Source: an optimization exercise on an open RTL-to-GDS flow (aim: small area, a short achievable clock period and few clock cycles per item). Production flows keep margins and buffers that such runs may drop. In this exercise RTL edits were held to simulation tests only and were not proved equivalent to the original.

## flow/design.v (module list and top-level ports; edited modules follow where they fit)
// module gnhc_fifo: 33 lines
// module gnhc_front: 202 lines
// module gnhc_sq31: 1634 lines
// module gnhc_back: 200 lines
// module gc_normalize_hmm_copy_state_core: 86 lines
// module gnhc_top: 33 lines
module gnhc_top (
    input  wire logic        i_clk,
    input  wire logic        i_rst_n,
    input  wire logic        i_in_valid,
    output logic             o_in_ready,
    input  wire logic [15:0] i_gc_fraction,
    input  wire logic [23:0] i_read_depth,
    input  wire logic        i_first_bin,
    output logic             o_out_valid,
    input  wire logic        i_out_ready,
    output logic [16:0]      o_log2_ratio,
    output logic [2:0]       o_copy_state,
    input  wire logic        i_cfg_wr_en,
    input  wire logic [1:0]  i_cfg_index,
    input  wire logic [15:0] i_cfg_data
);
  // ...
==> flow/run.sh <==
#!/bin/bash
# synth_recipe.tcl (not shown) runs the flow's synth.tcl, then flattens the netlist and writes it again
# the make line also repeats each setting of config.mk as NAME=value (left out here)
make -C /OpenROAD-flow-scripts/flow DESIGN_CONFIG=/design/flow/config.mk WORK_HOME=/design/flow/orfs CLKGATE_MAP_FILE= SYNTH_SCRIPT=/design/flow/synth_recipe.tcl finish
==> flow/config.mk <==
export PLATFORM = sky130hd
export DESIGN_NAME = gnhc_top
export DESIGN_NICKNAME = gnhc_top
export VERILOG_FILES = /design/flow/design.v
export SDC_FILE = /design/flow/constraint.sdc
export NUM_CORES = 4
export LEC_CHECK = 0
export ABC_AREA = 1
export CAP_MARGIN = 20
export CORE_MARGIN = 2
export CORE_UTILIZATION = 40
export SLEW_MARGIN = 20
==> flow/constraint.sdc <==
create_clock -name core_clock -period 20.0 [get_ports {i_clk}]
set_input_delay 4.0000 -clock core_clock [delete_from_list [all_inputs] [get_ports {i_clk}]]
set_output_delay 4.0000 -clock core_clock [all_outputs]
set_load 0.01 [all_outputs]
==> results.toml, run 1 <==
[outcome]
status = "no timing/DRC/antenna violations"

[routing]
dr_wl_met2_um = 542000
drt-vias-per-instance = 5.30
drt-initial-drc-count = 21900
finalWirelength_um = 1200000
first_pass_iters = 9
dr_total_vias = 269000

[setup_path]
cpPeakStageDelay_ns = 0.82
path_class = "reg2reg"
r2r_cells = 38
cpMaxStageDelayCell = "nor2_2"
r2r_slack_ns = 8.82
crit_family = "compound AO/OA/AOI/OAI gates"
crit_top_cell = "a21oi_1"
critPathCapture = "u_core.u_back.r_min[0]$_SDFFE_PN0P_"
cp_data_required_time_ns = 20.99

[final_layout]
clk_share = 0.0384
diodes = 36
multi_input_area_share = 0.614
nClkBuffers = 477
area_growth_pct = 8.67

[min_path]
min-delay-start = "u_core.u_back.e2_obs[6]$_DFF_P_"
min_delay_worst_endpoint = "u_core.u_back.e3_obs[6]$_DFF_P_"

[yosys]
synthMuxAreaShare = 0.00222
yosysMostFrequentCell = "nand2_1"
synth_compound_area_frac = 0.119
syn_nets = 46800
yosys.area_share.adder = 0.336
async_reset_ff_frac = 0

[floorplan]
rows = 326
core_region_area_mm2 = 0.789
initial_core_util = 0.402
die_w_um = 894

[timing]
setup_viol = 0
tightest_slew_ns = 1.39
relSlewSlack = 0.0700

[cts]
cts_resized = 0
clock_sinks = 3193

[global_routing]
grt_overflow_total = 0
grt_usage = 0.293

[place]
dpl_cell_area_mm2 = 0.331
Testbench counts, summed over its fixed seeds: cycles 5,040, items 4,800.
==> module gc_normalize_hmm_copy_state_core, before the edit <==
module gc_normalize_hmm_copy_state_core #(
    parameter int DPS   = 2,
    parameter int DEPTH = 31
) (
    input  wire logic        i_clk,
    input  wire logic        i_rst_n,
    input  wire logic        i_in_valid,
    output logic             o_in_ready,
    input  wire logic [15:0] i_gc_fraction,
    input  wire logic [23:0] i_read_depth,
    input  wire logic        i_first_bin,
    output logic             o_out_valid,
    input  wire logic        i_out_ready,
    output logic [16:0]      o_log2_ratio,
    output logic [2:0]       o_copy_state,
    input  wire logic        i_cfg_wr_en,
    input  wire logic [1:0]  i_cfg_index,
    input  wire logic [15:0] i_cfg_data
);
    localparam int CNT_W = $clog2(DEPTH + 1);
    logic [15:0]      r_pen, r_scale;
    logic [CNT_W-1:0] r_owed;
    logic             acc, take;
    logic               f_valid, f_first;
    logic signed [16:0] f_obs;
    logic [15:0]        f_abs;
    logic               b_valid;
    logic signed [16:0] b_obs;
    logic [2:0]         b_state;
    always_ff @(posedge i_clk) begin
        if (!i_rst_n) begin
            r_pen   <= gnhc_pkg::SWITCH_PENALTY_RST;
            r_scale <= gnhc_pkg::EMISSION_SCALE_RST;
        end else if (i_cfg_wr_en) begin
            if (i_cfg_index == gnhc_pkg::CFG_SWITCH_PENALTY) r_pen   <= i_cfg_data;
            if (i_cfg_index == gnhc_pkg::CFG_EMISSION_SCALE) r_scale <= i_cfg_data;
        end
    end
    assign o_in_ready = (r_owed < CNT_W'(DEPTH));
    assign acc  = i_in_valid && o_in_ready;
    assign take = o_out_valid && i_out_ready;
    always_ff @(posedge i_clk) begin
        if (!i_rst_n) r_owed <= '0;
        else          r_owed <= r_owed + CNT_W'(acc) - CNT_W'(take);
    end
    gnhc_front #(
        .DPS (DPS)
    ) u_front (
        .i_clk   (i_clk),
        .i_rst_n (i_rst_n),
        .i_acc   (acc),
        .i_gc    (i_gc_fraction),
        .i_depth (i_read_depth),
        .i_first (i_first_bin),
        .o_valid (f_valid),
        .o_obs   (f_obs),
        .o_abs   (f_abs),
        .o_first (f_first)
    );
    gnhc_back u_back (
        .i_clk   (i_clk),
        .i_rst_n (i_rst_n),
        .i_pen   (r_pen),
        .i_scale (r_scale),
        .i_scale_wr (i_cfg_wr_en && (i_cfg_index == gnhc_pkg::CFG_EMISSION_SCALE)),
        .i_valid (f_valid),
        .i_obs   (f_obs),
        .i_abs   (f_abs),
        .i_first (f_first),
        .o_valid (b_valid),
        .o_obs   (b_obs),
        .o_state (b_state)
    );
    gnhc_fifo #(
        .DEPTH (DEPTH),
        .W     (20)
    ) u_fifo (
        .i_clk   (i_clk),
        .i_rst_n (i_rst_n),
        .i_push  (b_valid),
        .i_word  ({b_obs, b_state}),
        .i_pop   (take),
        .o_valid (o_out_valid),
        .o_word  ({o_log2_ratio, o_copy_state})
    );
endmodule
==> inputs of run 2 (changes only) <==
--- a/flow/design.v
+++ b/flow/design.v
@@ -10,4 +10,4 @@
     localparam int COST_W = 28;
-    localparam int LOG_SQ = 5;
-    localparam int LOG_NT = 127;
+    localparam int LOG_SQ = 4;
+    localparam int LOG_NT = 255;
     function automatic logic [30:0] log_thr(input int i);
@@ -15,129 +15,257 @@
         case (i)
-            1: v = 31'd1075150958;
-            2: v = 31'd1085434107;
-            3: v = 31'd1086858584;
-            4: v = 31'd1097253709;
-            5: v = 31'd1098693698;
-            6: v = 31'd1109202019;
-            7: v = 31'd1110657688;
-            8: v = 31'd1121280437;
-            9: v = 31'd1122751957;
-            10: v = 31'd1133490380;
-            11: v = 31'd1134977924;
-            12: v = 31'd1145833281;
-            13: v = 31'd1147337024;
-            14: v = 31'd1158310587;
-            15: v = 31'd1159830705;
-            16: v = 31'd1170923763;
-            17: v = 31'd1172460433;
-            18: v = 31'd1183674287;
-            19: v = 31'd1185227690;
-            20: v = 31'd1196563654;
-            21: v = 31'd1198133974;
-            22: v = 31'd1209593379;
-            23: v = 31'd1211180797;
-            24: v = 31'd1222764987;
-            25: v = 31'd1224369691;
-            26: v = 31'd1236080024;
-            27: v = 31'd1237702203;
-            28: v = 31'd1249540053;
-            29: v = 31'd1251179896;
-            30: v = 31'd1263146653;
-            31: v = 31'd1264804352;
-            32: v = 31'd1276901417;
-            33: v = 31'd1278577168;
-            34: v = 31'd1290805963;
-            35: v = 31'd1292499961;
-            36: v = 31'd1304861918;
-            37: v = 31'd1306574363;
-            38: v = 31'd1319070932;
-            39: v = 31'd1320802025;
-            40: v = 31'd1333434673;
-            41: v = 31'd1335184616;
-            42: v = 31'd1347954825;
-            43: v = 31'd1349723823;
-            44: v = 31'd1362633091;
-            45: v = 31'd1364421352;
-            46: v = 31'd1377471192;
-            47: v = 31'd1379278926;
-            48: v = 31'd1392470870;
-            49: v = 31'd1394298289;
-            50: v = 31'd1407633883;
-            51: v = 31'd1409481202;
-            52: v = 31'd1422962011;
-            53: v = 31'd1424829446;
-            54: v = 31'd1438457052;
-            55: v = 31'd1440344821;
-            56: v = 31'd1454120822;
-            57: v = 31'd1456029148;
-            58: v = 31'd1469955160;
-            59: v = 31'd1471884266;
-            60: v = 31'd1485961922;
-            61: v = 31'd1487912035;
-            62: v = 31'd1502142986;
-            63: v = 31'd1504114334;
-            64: v = 31'd1518500250;
-            65: v = 31'd1520493066;
-            66: v = 31'd1535035635;
-            67: v = 31'd1537050149;
-            68: v = 31'd1551751077;
-            69: v = 31'd1553787529;
-            70: v = 31'd1568648538;
-            71: v = 31'd1570707166;
-            72: v = 31'd1585730001;
-            73: v = 31'd1587811045;
-            74: v = 31'd1602997468;
-            75: v = 31'd1605101173;
-            76: v = 31'd1620452966;
-            77: v = 31'd1622579579;
-            78: v = 31'd1638098542;
-            79: v = 31'd1640248312;
-            80: v = 31'd1655936265;
-            81: v = 31'd1658109445;
-            82: v = 31'd1673968230;
-            83: v = 31'd1676165074;
-            84: v = 31'd1692196548;
-            85: v = 31'd1694417315;
-            86: v = 31'd1710623361;
-            87: v = 31'd1712868309;
-            88: v = 31'd1729250828;
-            89: v = 31'd1731520222;
-            90: v = 31'd1748081134;
-            91: v = 31'd1750375241;
-            92: v = 31'd1767116490;
-            93: v = 31'd1769435578;
-            94: v = 31'd1786359127;
-            95: v = 31'd1788703468;
-            96: v = 31'd1805811302;
-            97: v = 31'd1808181172;
-            98: v = 31'd1825475299;
-            99: v = 31'd1827870974;
-            100: v = 31'd1845353421;
-            101: v = 31'd1847775184;
-            102: v = 31'd1865448002;
-            103: v = 31'd1867896136;
-            104: v = 31'd1885761399;
-            105: v = 31'd1888236191;
-            106: v = 31'd1906295994;
-            107: v = 31'd1908797736;
-            108: v = 31'd1927054197;
-            109: v = 31'd1929583180;
-            110: v = 31'd1948038441;
-            111: v = 31'd1950594963;
-            112: v = 31'd1969251189;
-            113: v = 31'd1971835550;
-            114: v = 31'd1990694929;
-            115: v = 31'd1993307431;
-            116: v = 31'd2012372175;
-            117: v = 31'd2015013126;
-            118: v = 31'd2034285471;
-            119: v = 31'd2036955180;
-            120: v = 31'd2056437388;
-            121: v = 31'd2059136168;
-            122: v = 31'd2078830523;
-            123: v = 31'd2081558691;
-            124: v = 31'd2101467503;
-            125: v = 31'd2104225379;
-            126: v = 31'd2124350984;
-            127: v = 31'd2127138891;
+            1: v = 31'd1074446160;
+            2: v = 31'd1079572137;
+            3: v = 31'd1080280297;
+            4: v = 31'd1085434107;
+            5: v = 31'd1086146112;
+            6: v = 31'd1091327907;
+            7: v = 31'd1092043778;
+            8: v = 31'd1097253709;
+            9: v = 31'd1097973467;
+            10: v = 31'd1103211688;
+            11: v = 31'd1103935355;
+            12: v = 31'd1109202019;
+            13: v = 31'd1109929615;
+            14: v = 31'd1115224876;
+            15: v = 31'd1115956423;
+            16: v = 31'd1121280437;
+            17: v = 31'd1122015956;
+            18: v = 31'd1127368879;
+            19: v = 31'd1128108391;
+            20: v = 31'd1133490380;
+            21: v = 31'd1134233909;
+            22: v = 31'd1139645121;
+            23: v = 31'd1140392686;
+            24: v = 31'd1145833281;
+            25: v = 31'd1146584906;
+            26: v = 31'd1152055042;
+            27: v = 31'd1152810749;
+            28: v = 31'd1158310587;
+            29: v = 31'd1159070397;
+            30: v = 31'd1164600100;
+            31: v = 31'd1165364035;
+            32: v = 31'd1170923763;
+            33: v = 31'd1171691846;
+            34: v = 31'd1177281763;
+            35: v = 31'd1178054017;
+            36: v = 31'd1183674287;
+            37: v = 31'd1184450734;
+            38: v = 31'd1190101521;
+            39: v = 31'd1190882184;
+            40: v = 31'd1196563654;
+            41: v = 31'd1197348557;
+            42: v = 31'd1203060877;
+            43: v = 31'd1203850041;
+            44: v = 31'd1209593379;
+            45: v = 31'd1210386828;
+            46: v = 31'd1216161351;
+            47: v = 31'd1216959108;
+            48: v = 31'd1222764987;
+            49: v = 31'd1223567076;
+            50: v = 31'd1229404480;
+            51: v = 31'd1230210924;
+            52: v = 31'd1236080024;
+            53: v = 31'd1236890848;
+            54: v = 31'd1242791817;
+            55: v = 31'd1243607043;
+            56: v = 31'd1249540053;
+            57: v = 31'd1250359706;
+            58: v = 31'd1256324932;
+            59: v = 31'd1257149036;
+            60: v = 31'd1263146653;
+            61: v = 31'd1263975231;
+            62: v = 31'd1270005414;
+            63: v = 31'd1270838491;
+            64: v = 31'd1276901417;
+            65: v = 31'd1277739018;
+            66: v = 31'd1283834866;
+            67: v = 31'd1284677015;
+            68: v = 31'd1290805963;
+            69: v = 31'd1291652684;
+            70: v = 31'd1297814911;
+            71: v = 31'd1298666231;
+            72: v = 31'd1304861918;
+            73: v = 31'd1305717860;
+            74: v = 31'd1311947189;
+            75: v = 31'd1312807778;
+            76: v = 31'd1319070932;
+            77: v = 31'd1319936195;
+            78: v = 31'd1326233357;
+            79: v = 31'd1327103318;
+            80: v = 31'd1333434673;
+            81: v = 31'd1334309357;
+            82: v = 31'd1340675092;
+            83: v = 31'd1341554526;
+            84: v = 31'd1347954825;
+            85: v = 31'd1348839034;
+            86: v = 31'd1355274086;
+            87: v = 31'd1356163096;
+            88: v = 31'd1362633091;
+            89: v = 31'd1363526928;
+            90: v = 31'd1370032053;
+            91: v = 31'd1370930744;
+            92: v = 31'd1377471192;
+            93: v = 31'd1378374763;
+            94: v = 31'd1384950724;
+            95: v = 31'd1385859201;
+            96: v = 31'd1392470870;
+            97: v = 31'd1393384280;
+            98: v = 31'd1400031849;
+            99: v = 31'd1400950219;
+            100: v = 31'd1407633883;
+            101: v = 31'd1408557240;
+            102: v = 31'd1415277196;
+            103: v = 31'd1416205566;
+            104: v = 31'd1422962011;
+            105: v = 31'd1423895422;
+            106: v = 31'd1430688554;
+            107: v = 31'd1431627034;
+            108: v = 31'd1438457052;
+            109: v = 31'd1439400627;
+            110: v = 31'd1446267731;
+            111: v = 31'd1447216430;
+            112: v = 31'd1454120822;
+            113: v = 31'd1455074672;
+            114: v = 31'd1462016554;
+            115: v = 31'd1462975584;
+            116: v = 31'd1469955160;
+            117: v = 31'd1470919396;
+            118: v = 31'd1477936871;
+            119: v = 31'd1478906343;
+            120: v = 31'd1485961922;
+            121: v = 31'd1486936658;
+            122: v = 31'd1494030548;
+            123: v = 31'd1495010578;
+            124: v = 31'd1502142986;
+            125: v = 31'd1503128337;
+            126: v = 31'd1510299474;
+            127: v = 31'd1511290175;
+            128: v = 31'd1518500250;
+            129: v = 31'd1519496332;
+            130: v = 31'd1526745557;
+            131: v = 31'd1527747047;
+            132: v = 31'd1535035635;
+            133: v = 31'd1536042562;
+            134: v = 31'd1543370727;
+            135: v = 31'd1544383121;
+            136: v = 31'd1551751077;
+            137: v = 31'd1552768969;
+            138: v = 31'd1560176932;
+            139: v = 31'd1561200350;
+            140: v = 31'd1568648538;
+            141: v = 31'd1569677514;
+            142: v = 31'd1577166144;
+            143: v = 31'd1578200708;
+            144: v = 31'd1585730001;
+            145: v = 31'd1586770182;
+            146: v = 31'd1594340358;
+            147: v = 31'd1595386187;
+            148: v = 31'd1602997468;
+            149: v = 31'd1604048976;
+            150: v = 31'd1611701586;
+            151: v = 31'd1612758803;
+            152: v = 31'd1620452966;
+            153: v = 31'd1621515924;
+            154: v = 31'd1629251865;
+            155: v = 31'd1630320595;
+            156: v = 31'd1638098542;
+            157: v = 31'd1639173075;
+            158: v = 31'd1646993256;
+            159: v = 31'd1648073623;
+            160: v = 31'd1655936265;
+            161: v = 31'd1657022499;
+            162: v = 31'd1664927836;
+            163: v = 31'd1666019968;
+            164: v = 31'd1673968230;
+            165: v = 31'd1675066292;
+            166: v = 31'd1683057711;
+            167: v = 31'd1684161736;
+            168: v = 31'd1692196548;
+            169: v = 31'd1693306568;
+            170: v = 31'd1701385008;
+            171: v = 31'd1702501055;
+            172: v = 31'd1710623361;
+            173: v = 31'd1711745467;
+            174: v = 31'd1719911876;
+            175: v = 31'd1721040075;
+            176: v = 31'd1729250828;
+            177: v = 31'd1730385153;
+            178: v = 31'd1738640488;
+            179: v = 31'd1739780973;
+            180: v = 31'd1748081134;
+            181: v = 31'd1749227812;
+            182: v = 31'd1757573042;
+            183: v = 31'd1758725946;
+            184: v = 31'd1767116490;
+            185: v = 31'd1768275654;
+            186: v = 31'd1776711758;
+            187: v = 31'd1777877216;
+            188: v = 31'd1786359127;
+            189: v = 31'd1787530913;
+            190: v = 31'd1796058880;
+            191: v = 31'd1797237029;
+            192: v = 31'd1805811302;
+            193: v = 31'd1806995849;
+            194: v = 31'd1815616680;
+            195: v = 31'd1816807657;
+            196: v = 31'd1825475299;
+            197: v = 31'd1826672744;
+            198: v = 31'd1835387449;
+            199: v = 31'd1836591396;
+            200: v = 31'd1845353421;
+            201: v = 31'd1846563906;
+            202: v = 31'd1855373507;
+            203: v = 31'd1856590565;
+            204: v = 31'd1865448002;
+            205: v = 31'd1866671668;
+            206: v = 31'd1875577200;
+            207: v = 31'd1876807510;
+            208: v = 31'd1885761399;
+            209: v = 31'd1886998389;
+            210: v = 31'd1896000897;
+            211: v = 31'd1897244605;
+            212: v = 31'd1906295994;
+            213: v = 31'd1907546455;
+            214: v = 31'd1916646993;
+            215: v = 31'd1917904243;
+            216: v = 31'd1927054197;
+            217: v = 31'd1928318274;
+            218: v = 31'd1937517910;
+            219: v = 31'd1938788851;
+            220: v = 31'd1948038441;
+            221: v = 31'd1949316283;
+            222: v = 31'd1958616097;
+            223: v = 31'd1959900878;
+            224: v = 31'd1969251189;
+            225: v = 31'd1970542946;
+            226: v = 31'd1979944029;
+            227: v = 31'd1981242799;
+            228: v = 31'd1990694929;
+            229: v = 31'd1992000752;
+            230: v = 31'd2001504205;
+            231: v = 31'd2002817119;
+            232: v = 31'd2012372175;
+            233: v = 31'd2013692217;
+            234: v = 31'd2023299157;
+            235: v = 31'd2024626367;
+            236: v = 31'd2034285471;
+            237: v = 31'd2035619888;
+            238: v = 31'd2045331440;
+            239: v = 31'd2046673103;
+            240: v = 31'd2056437388;
+            241: v = 31'd2057786335;
+            242: v = 31'd2067603640;
+            243: v = 31'd2068959912;
+            244: v = 31'd2078830523;
+            245: v = 31'd2080194159;
+            246: v = 31'd2090118367;
+            247: v = 31'd2091489408;
+            248: v = 31'd2101467503;
+            249: v = 31'd2102845989;
+            250: v = 31'd2112878264;
+            251: v = 31'd2114264235;
+            252: v = 31'd2124350984;
+            253: v = 31'd2125744480;
+            254: v = 31'd2135886000;
+            255: v = 31'd2137287063;
             default: v = '1;
@@ -2240,3 +2368,3 @@
     parameter int DPS   = 2,
-    parameter int DEPTH = 31
+    parameter int DEPTH = 30
 ) (
--- a/flow/config.mk
+++ b/flow/config.mk
@@ -10,3 +10,3 @@
 export CORE_MARGIN = 2
-export CORE_UTILIZATION = 40
+export CORE_UTILIZATION = 55
 export SLEW_MARGIN = 20
==> run 2 against run 1 <==
Net effect:
- still clean on timing, DRC and antenna
- critical path depth rose by 30
- worst setup slack got worse by 3.7 ns
- maximum frequency fell by 25%
- non-clock buffer count rose by 130
- routed wire length fell by 0.57%
- clock skew rose by 0.042 ns
- die area fell by 31%
- highest routed layer unchanged
==> results.toml, run 2 <==
[yosys]
synth.distinct_cells = 79
synth-main-ff-cell = "dfxtp_1"
syn_area_per_cell_um2 = 7.96
synthTopCellsByCount = "7,326 x nand2_1, 7,263 x inv_1, 3,308 x ha_1, 2,826 x fa_1, 2,663 x a21oi_1"
yosys-top-cells-area = "fa_1 19%, dfxtp_1 17%, ha_1 14%"
synth.cell_area_mm2 = 0.300
syn_inst = 37600
async_reset_ff_frac = 0
synth_seq_cells = 3129
yosysMostFrequentCell = "nand2_1"
synth-edff-count = 641
yosys.area_share.adder = 0.327
ys_warn_count = 5
synth_area_leader_cell = "fa_1"
syn_nets = 43800
synth_compound_area_frac = 0.128
synth_top_family_by_area = "adder cells"
yosysSeqAreaShare = 0.230
yosysTopAreaCellShare = 0.189
synthMuxAreaShare = 0.00246
synth-xor-area-share = 0.0580
yosys.area_share.simple = 0.146

[cts]
clk_pin_slew_worst_paths_ns = 0.07
cts_made_buffers = 345
root_buffer = "clkbuf_16"
clock_latency_ns = 1.09
cts_resized = 0
h-tree-depth = 5
postCtsHoldBufs = 0
clock_sinks = 3129
cts_tree = "built"
post-cts-setup-buffers = 0
cts_buffer_depth = 4

[global_routing]
grt_pass1_wl_um = 1730000
grt_max_degree = 154
grt_overflow_total = 0
grt_usage = 0.423
grt_pass1_vias = 264000
grt_antenna_before_repair = 138

[routing]
drc = 0
dr_total_vias = 267000
drt-vias-per-instance = 5.91
first_pass_iters = 7
finalWirelength_um = 1190000
drt-initial-drc-count = 30600
wl_per_cell_um = 26.3
drt.antenna.violating_nets = 0

[timing]
fin_ws_ns = 5.08
fin_worst_skew_ns = 0.152
hold_ws_ns = 0.253
rsz0062_at_grt = "false"
tns_ns = 0
tightest_slew_ns = 1.40
relSlewSlack = 0.0645
finalHoldViolCount = 0
layout_min_cycle_time_ns = 14.92
fmax_ghz = 0.0670
setup_viol = 0
finalCritPeriodShare = 0.746
slew_viol_final = 0

[final_layout]
register_area_mm2 = 0.0691
layout_commonest_cell = "nand2_1"
layout-drive-gt1-share = 0.0455
final_cell_mix = "7,313 x nand2_1, 7,251 x inv_1, 3,308 x ha_1"
final_nets = 43800
fillerInstances = 46600
instances_no_fill = 45200
largest_register = "u_core.u_fifo.r_mem"
largestRegisters = "u_core.u_fifo.r_mem x600, u_core.u_front.dv_qn x512, u_core.u_front.dv_r x352"
area_growth_pct = 7.87
largest_register_ffs = 600
final_area_mm2 = 0.323
multi_input_area_mm2 = 0.199

[setup_path]
worst_setup_path_end_kind = "flop"
cp_data_required_time_ns = 20.92
path_max_fanout = 46
cpPeakStageDelay_ns = 0.61
start_kind = "flop"
path_class = "reg2reg"
arrival_ns = 15.85
cpMaxStageDelayCell = "nand3_4"
r2r_cells = 68
crit_top_cell = "nand2_1"

[floorplan]
die_h_um = 742
initial_core_util = 0.551
rows = 271
die_w_um = 742
die_area_mm2 = 0.551
num_io_pins = 86
core_region_area_mm2 = 0.544

[place]
dp_hpwl_um = 938000
dpl_cell_area_mm2 = 0.311
gp_congestion = 1.08
io_buffers = 85
dp.cells = 44500
pre_cts_ws_ns = 5.53

[min_path]
worstHoldPathType = "reg2reg"
hold_depth = 0

[flow_run]
maxCapViolations = 0

[outcome]
status = "no timing/DRC/antenna violations"
[run 2: worst paths after layout]
path	slack, ns	to	start
hold reg to reg	0.25	u_core.u_front.dv_qn[358]$_DFF_P_	u_core.u_front.dv_qn[324]$_DFF_P_
setup reg to reg	5.08	u_core.u_front.o_abs[8]$_DFF_P_	u_core.u_front.lg_m[114]$_DFF_P_
hold / removal	0.25	u_core.u_front.dv_qn[358]$_DFF_P_	u_core.u_front.dv_qn[324]$_DFF_P_
setup / recovery	5.08	u_core.u_front.o_abs[8]$_DFF_P_	u_core.u_front.lg_m[114]$_DFF_P_
[run 2: worst max-delay path: cells and delay by family (launching register included)]
family / cells / cell delay (ns)
simple gates: 45 / 9.48
fa+ha+maj: 3 / 0.66
flops: 1 / 0.43
compound gates: 6 / 1.17
xor+xnor: 2 / 0.27
buf+inv: 12 / 2.52
[run 2: cell type report]
cell class                      count  area share
Multi-Input combinational cell  25900       0.615
Sequential cell                  3129       0.214
Inverter                         7356      0.0855
Clock buffer                      430      0.0290
Tap cell                         7234      0.0280
Timing Repair Buffer              821      0.0199
Clock inverter                    205     0.00843
Antenna cell                       63    0.000488
[run 2: metrics by stage]
step / util
after global routing: 0.594
after CTS: 0.594
after detailed placement: 0.572
final: 0.594
after global placement: 0.572
after floorplan: -
[run 2: per-layer routing]
metal | GRT usage | up-vias | wire (µm)
li1 | - | 120000 | -
met1 | 0.559 | 129000 | 479000
met2 | 0.650 | 14600 | 512000
met3 | 0.0904 | 3232 | 119000
met4 | 0.226 | 76 | 78300
met5 | 0 | - | 658
[run 2: logic make-up after synthesis]
group / Yosys count
XOR/XNOR: 1984
buffers and inverters: 8592
multiplexers: 73
adder cells (fa/ha/maj): 6134
flip-flops: 3129
AND/OR/NAND/NOR: 10900
AO/OA/AOI/OAI: 6818
Testbench counts of run 2, summed over its fixed seeds: cycles 5,032, items 4,800.

## static timing again, ports no longer ideal
Ports are ideal in the flow. The routed layouts listed here were re-timed in OpenROAD.
Step 1 (the two cells are an assumption about what drives the block):
set clk [get_ports {i_clk}]
set_driving_cell -lib_cell sky130_fd_sc_hd__clkbuf_16 $clk
set_driving_cell -lib_cell sky130_fd_sc_hd__buf_2 [delete_from_list [all_inputs] $clk]
Step 2 moves the port delays by t, midway between the first and last clock arrival at a register: inputs arrive t later, outputs are due t later. That takes back most of the time a late clock gives input paths.
Three values: no drivers, after step 1, after step 2; two values: the first two.
| run | t (ns) | setup WS [ns] | worst setup path at the end | worst slew at a driven data input, ns | pins driven straight from the clock port |
|---|---|---|---|---|---|
| run 1 | 1.216 | 8.822 / 8.822 / 8.822 | register to register | 0.10 | 1 |
| run 2 | 1.153 | 5.075 / 5.075 / 5.075 | register to register | 0.20 | 1 |
After both steps setup and hold are still met in every run listed.
